This is an optimization exercise on Yosys and OpenROAD, whose aim is small area, a short achievable clock period and few clock cycles, not a production implementation. At most, simulation tests tie the RTL to the original design; equivalence was not proved. Power and IR drop assume default switching activity.

==> inputs of onyx <==
## conv2d_stream
module conv2d_stream
#(
  parameter int IMG_W  = 28,
  parameter int IMG_H  = 28,
  parameter int K      = 3,
  parameter int N_FILT = 4,
  parameter int PIX_W  = cnn_pkg::CNN_PIX_W,
  parameter int WT_W   = 8,
  parameter int OUT_W  = 16,
  parameter int SHIFT  = 4
) (
  input  logic                         clk,
  input  logic                         reset,
  input  logic                         in_valid,
  output logic                         in_ready,
  input  logic [PIX_W-1:0]             in_pix,
  input  logic                         wt_we,
  input  logic [((N_FILT*K*K > 1) ? $clog2(N_FILT*K*K) : 1)-1:0] wt_addr,
  input  logic [WT_W-1:0]              wt_data,
  output logic                         out_valid,
  input  logic                         out_ready,
  output logic [N_FILT*OUT_W-1:0]      out_data,
  output logic                         busy,
  output logic                         frame_done
);
clock: 9.0 ns
lec_check: 0
cap_margin: 20
core_margin: 2
core_utilization: 55
setup_slack_margin: 5
slew_margin: 20
synth_hierarchical: 1
run.sh (not shown) runs the stock make flow with config.mk's settings and CLKGATE_MAP_FILE= SYNTH_SCRIPT=/design/flow/synth_recipe.tcl, a recipe that flattens the netlist after the stock synthesis.
==> nickel: changes against onyx <==
--- a/flow/config.mk
+++ b/flow/config.mk
@@ -10,3 +10,3 @@
 export CORE_UTILIZATION = 55
-export SETUP_SLACK_MARGIN = 5
+export SETUP_SLACK_MARGIN = 4.9
 export SLEW_MARGIN = 20
==> qor summary <==
metric	nickel	onyx
Length of routed met2 wiring	129000 um	131000 um
Data arrival time of the critical path	4.65 ns	4.60 ns
Resized Gates After CTS	46	114
Final critical-path share of the clock period	45.7%	45.1%
Max Clock Skew	0.0412 ns	0.0452 ns
Violation count after the first detailed-route iteration	8501	8546
Crit-path max cell delay	0.58 ns	0.66 ns
Clock group total power	6280 uW	6290 uW
Total area of multi-input combinational cells	50500 um^2	51500 um^2
Number of iterations in the first detailed-routing pass	8	11
Layout clock area frac	5.02%	4.90%
Launching element of the worst setup path	u_lb.sr[446]	u_lb.sr[458]
Relative slew slack	23.8%	25.3%
Final hold slack	0.388 ns	0.391 ns
Met1 global-route usage	50.5%	50.6%
Final Instance Area	101000 um^2	104000 um^2
Total leakage power	0.0365 uW	0.0377 uW
Worst reg2reg startpoint	u_lb.sr[446]	u_lb.sr[458]
Reported combinational group power	17300 uW	17500 uW
Result of the run	complete, no violations	complete, no violations
Post-CTS repair timing setup buffer count	64	90
Crit Reg-Reg Endpoint	bb_f1[25]	bb_f1[37]
Transition at the pin with the smallest max-transition slack	1.14 ns	1.12 ns
Post-route met1 wirelength	116000 um	115000 um
GR Layer Usage met3	9.27%	9.24%
Max Fclk	0.243 GHz	0.246 GHz
Testbench counts of onyx, summed over its fixed seeds: cycles 18,896.
Testbench counts of nickel, summed over its fixed seeds: cycles 18,896.


==> job 7684 <==
conv2d_stream, a different RTL version from the one above (not shown whole).
clock: 9.0 ns
lec_check: 0
cap_margin: 20
core_margin: 2
core_utilization: 40
setup_slack_margin: 5
slew_margin: 20
synth_hierarchical: 1
==> job 6193: changes against job 7684 <==
CORE_UTILIZATION = 60   (was 40)
==> summary of the runs <==
- Total power is about the same in job 6193 and job 7684.
- In synthesized cell count, job 7684 and job 6193 do not differ.
- Of job 7684 and job 6193, job 7684 has the higher count of clock-buffer cells in the layout (gap 18).
- Against job 7684, the first-iteration DRC count of job 6193 is higher by 21%.
- Flip-flop and latch count is the same in job 7684 and job 6193.
==> figures <==
| item | job 7684 | job 6193 |
|---|---|---|
| Met2 layer usage reported by global route | 46.1% | 58.0% |
| Run status | no timing/DRC/antenna violations | no timing/DRC/antenna violations |
| Iteration-0 DRC Markers | 8099 | 9789 |
| Count of placed standard cells including taps | 11092 | 9932 |
| Number of cells in the finished layout apart from fillers | 12076 | 10804 |
| Cell-internal power | 30100 µW | 30000 µW |
| Clock buffers | 192 | 174 |
| Power Clock | 6440 µW | 6380 µW |
| Met3 track utilization from global routing | 7.37% | 10.0% |
| Final Cycle Share | 52.9% | 50.7% |
| GR Util met1 | 40.2% | 54.8% |
| Reg-to-reg endpoint | bb_f3[31]$_DFFE_PP_ | bb_f2[43]$_DFFE_PP_ |
No functional check of the RTL was part of any run of this note.


==> build 33: inputs <==
conv2d_stream, a different RTL version from the one above (not shown whole).
==> flow/design.v (excerpt) <==
module conv2d_stream
#(
  parameter int IMG_W  = 28,
  parameter int IMG_H  = 28,
  parameter int K      = 3,
  parameter int N_FILT = 4,
  parameter int PIX_W  = cnn_pkg::CNN_PIX_W,
  parameter int WT_W   = 8,
  parameter int OUT_W  = 16,
  parameter int SHIFT  = 4
) (
  input  logic                         clk,
  input  logic                         reset,
  input  logic                         in_valid,
  output logic                         in_ready,
  input  logic [PIX_W-1:0]             in_pix,
  input  logic                         wt_we,
  input  logic [((N_FILT*K*K > 1) ? $clog2(N_FILT*K*K) : 1)-1:0] wt_addr,
  input  logic [WT_W-1:0]              wt_data,
  output logic                         out_valid,
  input  logic                         out_ready,
  output logic [N_FILT*OUT_W-1:0]      out_data,
  output logic                         busy,
  output logic                         frame_done
);
Settings: LEC_CHECK=0, CAP_MARGIN=20, CORE_MARGIN=2, CORE_UTILIZATION=55, SETUP_SLACK_MARGIN=5.0, SLEW_MARGIN=20, SYNTH_HIERARCHICAL=1; clock period 9.0 ns.
==> build 36 (differences from build 33) <==
Settings changed: SETUP_SLACK_MARGIN 5.0 to 4.6.
==> build 1 (differences from build 33) <==
Settings changed: CORE_UTILIZATION 55 to 65, SETUP_SLACK_MARGIN 5.0 to 5.
==> build 5 (differences from build 33) <==
Settings changed: CORE_UTILIZATION 55 to 50, SETUP_SLACK_MARGIN 5.0 to default.
==> summary.txt <==
Build 36 completed with no timing, DRC or antenna violations. Build 5 finished with timing, DRC and antenna clean. Build 33 produced a clean layout. Build 1 finished clean. Synthesized area is the same in build 5 and build 1. In build 1 the sequential share of layout area is lower than in build 5, by 0.62 points. Clock skew: build 1 > build 33 > build 5 > build 36. The highest total power belongs to build 33, the lowest to build 5. Global-route usage, highest first: build 1, build 33, build 36, build 5. Via count, highest first: build 1, build 33, build 36, build 5. In build 1 the critical path depth is higher than in build 36, by 1. Clock-buffer cell count: build 36 is lower than build 33 (1). The lowest first-iteration DRC count belongs to build 33, the highest to build 1.
Testbench counts of build 33, summed over its fixed seeds: cycles 18,896.
Testbench counts of build 36, summed over its fixed seeds: cycles 18,896.
Testbench counts of build 1, summed over its fixed seeds: cycles 18,896.
Testbench counts of build 5, summed over its fixed seeds: cycles 18,896.


==> job 5192: inputs <==
conv2d_stream, a different RTL version from the one above (not shown whole).
==> flow/config.mk <==
export PLATFORM = sky130hd
export DESIGN_NAME = conv2d_stream
export DESIGN_NICKNAME = conv2d_stream
export VERILOG_FILES = /design/flow/design.v
export SDC_FILE = /design/flow/constraint.sdc
export NUM_CORES = 4
export LEC_CHECK = 0
export CAP_MARGIN = 20
export CORE_MARGIN = 2
export CORE_UTILIZATION = 65
export SETUP_SLACK_MARGIN = 5
export SLEW_MARGIN = 20
export SYNTH_HIERARCHICAL = 1
==> flow/constraint.sdc <==
create_clock -name core_clock -period 9.0 [get_ports {clk}]
set_input_delay 1.8000 -clock core_clock [delete_from_list [all_inputs] [get_ports {clk}]]
set_output_delay 1.8000 -clock core_clock [all_outputs]
set_load 0.01 [all_outputs]
==> job 2833 (differences from job 5192) <==
- ABC_AREA: unset -> 1
- CORE_UTILIZATION: 65 -> 55
==> job 1289 (differences from job 5192) <==
--- a/flow/design.v
+++ b/flow/design.v
@@ -6,19 +6,28 @@
   parameter int IMG_W = 28,
   parameter int PIX_W = 8
 ) (
   input  logic                   clk,
   input  logic                   shift_en,
   input  logic [PIX_W-1:0]       pix_in,
   output logic [7:0][PIX_W-1:0]  taps
 );
-  logic [2*IMG_W+1:0][PIX_W-1:0] sr;
-  always_ff @(posedge clk) begin
-    if (shift_en) sr <= {sr[2*IMG_W:0], pix_in};
+  localparam int N = 2 * IMG_W + 2;
+  logic [N-1:0][PIX_W-1:0] sr, sr_in;
+  assign sr_in = {sr[N-2:0], pix_in};
+  for (genvar k = 0; k < N; k++) begin : g_sr
+    if (k == 0 || k == 1 || k == IMG_W - 1 || k == IMG_W || k == IMG_W + 1 ||
+        k == 2 * IMG_W - 1 || k == 2 * IMG_W || k == 2 * IMG_W + 1) begin : g_tap
+      logic [PIX_W-1:0] d;
+      hold_mux #(.W(PIX_W)) u_hm (.sel(shift_en), .a(sr_in[k]), .b(sr[k]), .y(d));
+      always_ff @(posedge clk) sr[k] <= d;
+    end else begin : g_plain
+      always_ff @(posedge clk) if (shift_en) sr[k] <= sr_in[k];
+    end
   end
   assign taps[7] = sr[1];
   assign taps[6] = sr[0];
   assign taps[5] = sr[2*IMG_W+1];
   assign taps[4] = sr[2*IMG_W];
   assign taps[3] = sr[2*IMG_W-1];
   assign taps[2] = sr[IMG_W+1];
   assign taps[1] = sr[IMG_W];
@@ -69,36 +78,38 @@
       b = wq_d[2*i];
       c = (i == 0) ? 1'b0 : wq_d[(i == 0) ? 0 : 2*i-1];
       wdat[i]     = reset || !(b ^ c);
       wdat[4 + i] = reset || !((a && !b && !c) || (!a && b && c));
       wdat[8 + i] = reset || !(a && !(b && c));
     end
     for (int k = 0; k < NW; k++) wen[k] = reset || (wq_v && wq_a == 6'(k));
   end
-  always_ff @(posedge clk) begin
-    for (int k = 0; k < NW; k++) begin
-      if (wen[k]) wenc_n[k] <= wdat;
-    end
+  logic [NW-1:0][11:0] wenc_d;
+  for (genvar k = 0; k < NW; k++) begin : g_wenc
+    hold_mux #(.W(12)) u_hm (.sel(wen[k]), .a(wdat), .b(wenc_n[k]), .y(wenc_d[k]));
   end
+  always_ff @(posedge clk) wenc_n <= wenc_d;
   logic [4:0] col, row;
   logic       v_in, h_in, l_in;    
   logic       v_2, h_2, l_2;       
   logic [7:0] pix_n, pix2_n;       
   logic       hold, en, shift, take_in, ld_head, h_new, l_new;
   assign en       = !out_valid || out_ready;
   assign in_ready = !hold && !v_2;
   assign take_in  = in_valid && in_ready;
   assign shift    = v_in && en;
   assign ld_head  = !v_in || shift;
   assign h_new    = (row >= 5'd2) && (col >= 5'd2);
   assign l_new    = (row == 5'(IMG_H - 1)) && (col == 5'(IMG_W - 1));
+  logic [7:0] pix_d;
+  hold_mux #(.W(8)) u_hm_pix (.sel(ld_head), .a(v_2 ? pix2_n : ~in_pix), .b(pix_n), .y(pix_d));
+  always_ff @(posedge clk) pix_n <= pix_d;
   always_ff @(posedge clk) begin
     if (ld_head) begin
-      pix_n <= v_2 ? pix2_n : ~in_pix;
       h_in  <= v_2 ? h_2 : h_new;
       l_in  <= v_2 ? l_2 : l_new;
     end
     if (!ld_head && take_in) begin
       pix2_n <= ~in_pix;
       h_2    <= h_new;
       l_2    <= l_new;
     end
@@ -7878,16 +7889,36 @@
       frame_done <= fin;
       if (take_in && l_new) hold <= 1'b1;
       else if (fin) hold <= 1'b0;
       if (take_in && row == '0 && col == '0) busy <= 1'b1;
       else if (fin) busy <= 1'b0;
     end
   end
 endmodule
+module hold_mux #(
+  parameter int W = 1
+) (
+  input  logic         sel,
+  input  logic [W-1:0] a,
+  input  logic [W-1:0] b,
+  output logic [W-1:0] y
+);
+  for (genvar i = 0; i < W; i++) begin : g_bit
+    hold_mux1 u_m (.sel(sel), .a(a[i]), .b(b[i]), .y(y[i]));
+  end
+endmodule
+module hold_mux1 (
+  input  logic sel,
+  input  logic a,
+  input  logic b,
+  output logic y
+);
+  assign y = sel ? a : b;
+endmodule
 module booth_sel (
   input  logic sa_n,
   input  logic a_n,
   input  logic sb_n,
   input  logic b_n,
   output logic y
 );
   assign y = !((sa_n || a_n) && (sb_n || b_n));
- CORE_UTILIZATION: 65 -> 55
==> job 6058 (differences from job 5192) <==
- CORE_UTILIZATION: 65 -> 45
==> impl_metrics.prom <==
# TYPE chip_impl_metric gauge
chip_impl_info{name="cpMostUsedCell",value="sky130_fd_sc_hd__fa_2"} 1
chip_impl_info{name="run_status",value="no timing/DRC/antenna violations"} 1
chip_impl_metric{name="nClkBuffers",unit=""} 199
chip_impl_info{name="netlist_top_cells_area",value="sky130_fd_sc_hd__edfxtp_1 28%, sky130_fd_sc_hd__inv_1 23%, sky130_fd_sc_hd__nand2_1 22%, sky130_fd_sc_hd__fa_1 20%, sky130_fd_sc_hd__ha_1 1.9%"} 1
chip_impl_metric{name="post_drt_wl_per_cell",unit="um"} 18.7
chip_impl_metric{name="fill_cells",unit=""} 21600
chip_impl_metric{name="seq_area_share",unit="%"} 26.7
chip_impl_metric{name="hpwl",unit="mm"} 322
chip_impl_metric{name="clk-power",unit="mW"} 7.00
chip_impl_metric{name="non_cts_inverters",unit=""} 7915
chip_impl_info{name="crit_path_top_delay_cell",value="sky130_fd_sc_hd__fa_2"} 1
chip_impl_metric{name="total_via_count_after_detailed_routing",unit=""} 103000
chip_impl_metric{name="power.combinational.fraction",unit="%"} 51.5
the above is filed under job 2833

==> impl_metrics.prom <==
# TYPE chip_impl_metric gauge
chip_impl_info{name="run_status",value="no timing/DRC/antenna violations"} 1
chip_impl_metric{name="hpwl",unit="mm"} 240
chip_impl_metric{name="seq_area_share",unit="%"} 36.9
chip_impl_metric{name="nClkBuffers",unit=""} 197
chip_impl_metric{name="numSequentialCells",unit=""} 1354
chip_impl_metric{name="clk-power",unit="mW"} 6.57
chip_impl_metric{name="post_drt_wl_per_cell",unit="um"} 32.9
chip_impl_metric{name="area_growth_syn_to_layout",unit="%"} 16.2
chip_impl_metric{name="power.combinational.fraction",unit="%"} 52.2
chip_impl_metric{name="fill_cells",unit=""} 16800
chip_impl_metric{name="total_via_count_after_detailed_routing",unit=""} 60000
chip_impl_metric{name="non_cts_inverters",unit=""} 252
chip_impl_metric{name="reg2regPathDepth",unit=""} 8
chip_impl_info{name="netlist_top_cells_area",value="sky130_fd_sc_hd__edfxtp_1 40%, sky130_fd_sc_hd__fa_1 29%, sky130_fd_sc_hd__xnor2_1 12%, sky130_fd_sc_hd__o22ai_1 8.8%, sky130_fd_sc_hd__ha_1 2.7%"} 1
the above is filed under job 6058

==> impl_metrics.prom <==
# TYPE chip_impl_metric gauge
chip_impl_info{name="run_status",value="no timing/DRC/antenna violations"} 1
chip_impl_metric{name="hpwl",unit="mm"} 232
chip_impl_metric{name="total_via_count_after_detailed_routing",unit=""} 61100
chip_impl_info{name="netlist_top_cells_area",value="sky130_fd_sc_hd__fa_1 28%, sky130_fd_sc_hd__edfxtp_1 23%, sky130_fd_sc_hd__dfxtp_1 13%, sky130_fd_sc_hd__xnor2_1 11%, sky130_fd_sc_hd__o22ai_1 8.6%"} 1
chip_impl_metric{name="nClkBuffers",unit=""} 201
chip_impl_metric{name="clk-power",unit="mW"} 6.62
chip_impl_metric{name="post_drt_wl_per_cell",unit="um"} 32.8
chip_impl_info{name="cpMostUsedCell",value="sky130_fd_sc_hd__fa_1"} 1
chip_impl_metric{name="power.combinational.fraction",unit="%"} 60.9
chip_impl_metric{name="non_cts_inverters",unit=""} 237
the above is filed under job 1289

==> impl_metrics.prom <==
# TYPE chip_impl_metric gauge
chip_impl_info{name="run_status",value="no timing/DRC/antenna violations"} 1
chip_impl_metric{name="area.sequential",unit="mm2"} 0.0395
chip_impl_info{name="crit_path_top_delay_cell",value="sky130_fd_sc_hd__fa_1"} 1
chip_impl_metric{name="hpwl",unit="mm"} 226
chip_impl_metric{name="non_cts_inverters",unit=""} 253
chip_impl_metric{name="fill_cells",unit=""} 8625
chip_impl_metric{name="seq_area_share",unit="%"} 37.5
chip_impl_info{name="netlist_top_cells_area",value="sky130_fd_sc_hd__edfxtp_1 40%, sky130_fd_sc_hd__fa_1 29%, sky130_fd_sc_hd__xnor2_1 12%, sky130_fd_sc_hd__o22ai_1 8.8%, sky130_fd_sc_hd__ha_1 2.7%"} 1
chip_impl_metric{name="yosys-mux-area-fraction",unit="%"} 0.0449
chip_impl_metric{name="nClkBuffers",unit=""} 186
chip_impl_metric{name="mappedNetlistNets",unit=""} 7830
chip_impl_metric{name="total_via_count_after_detailed_routing",unit=""} 62000
chip_impl_metric{name="initial_utilization",unit="%"} 65.2
chip_impl_metric{name="post_drt_wl_per_cell",unit="um"} 34.8
chip_impl_metric{name="clk-power",unit="mW"} 6.02
the above is filed under job 5192

Testbench counts of job 5192, summed over its fixed seeds: cycles 18,896.
Testbench counts of job 2833, summed over its fixed seeds: cycles 18,896.
Testbench counts of job 6058, summed over its fixed seeds: cycles 18,896.
No functional check of the RTL was part of job 1289.

-- re-timing with driven ports --
No port has a modelled driver above. Below, the same layouts with a new extraction and two added sets of constraints. Step 1 assumes that a clkbuf_16 drives the clock port and a buf_2 every other input. Step 2 adds t to the input delays and takes it off the output delays; t is the mean of the earliest and latest rising clock arrival at the registers after step 1. Input paths then give back, and output paths get back, about the clock's delay inside the block. Slacks: no drivers / after step 1 / after step 2; pairs: no drivers / after step 1.
run	t (ns)	setup slack, ns	clock arrival spread, ns	worst slew at a driven data input, ns	pins driven straight from the clock port
onyx	0.916	4.940 / 4.940 / 4.294	0.046 / 0.047	0.05	1
nickel	0.915	4.887 / 4.887 / 4.183	0.043 / 0.043	0.06	1
job 7684	0.934	4.235 / 4.235 / 4.235	0.060 / 0.059	0.06	1
job 6193	0.893	4.434 / 4.434 / 4.431	0.052 / 0.053	0.04	1
build 33	0.930	4.962 / 4.962 / 4.467	0.069 / 0.069	0.05	1
build 36	0.926	4.583 / 4.583 / 3.831	0.037 / 0.037	0.03	1
build 1	0.896	4.949 / 4.949 / 4.256	0.078 / 0.078	0.14	1
build 5	0.946	4.262 / 4.262 / 3.607	0.051 / 0.051	0.04	1
job 5192	0.873	4.941 / 4.941 / 4.194	0.043 / 0.044	0.05	1
job 2833	0.933	4.888 / 4.888 / 4.098	0.042 / 0.042	0.05	1
job 1289	0.923	4.985 / 4.985 / 4.421	0.055 / 0.055	0.04	1
job 6058	0.917	4.955 / 4.955 / 4.162	0.062 / 0.062	0.05	1
After both steps every run listed still meets setup and hold. The setup slack of job 6058, which loses most, moves by 0.000 ns with the drivers and by -0.793 ns with both steps.
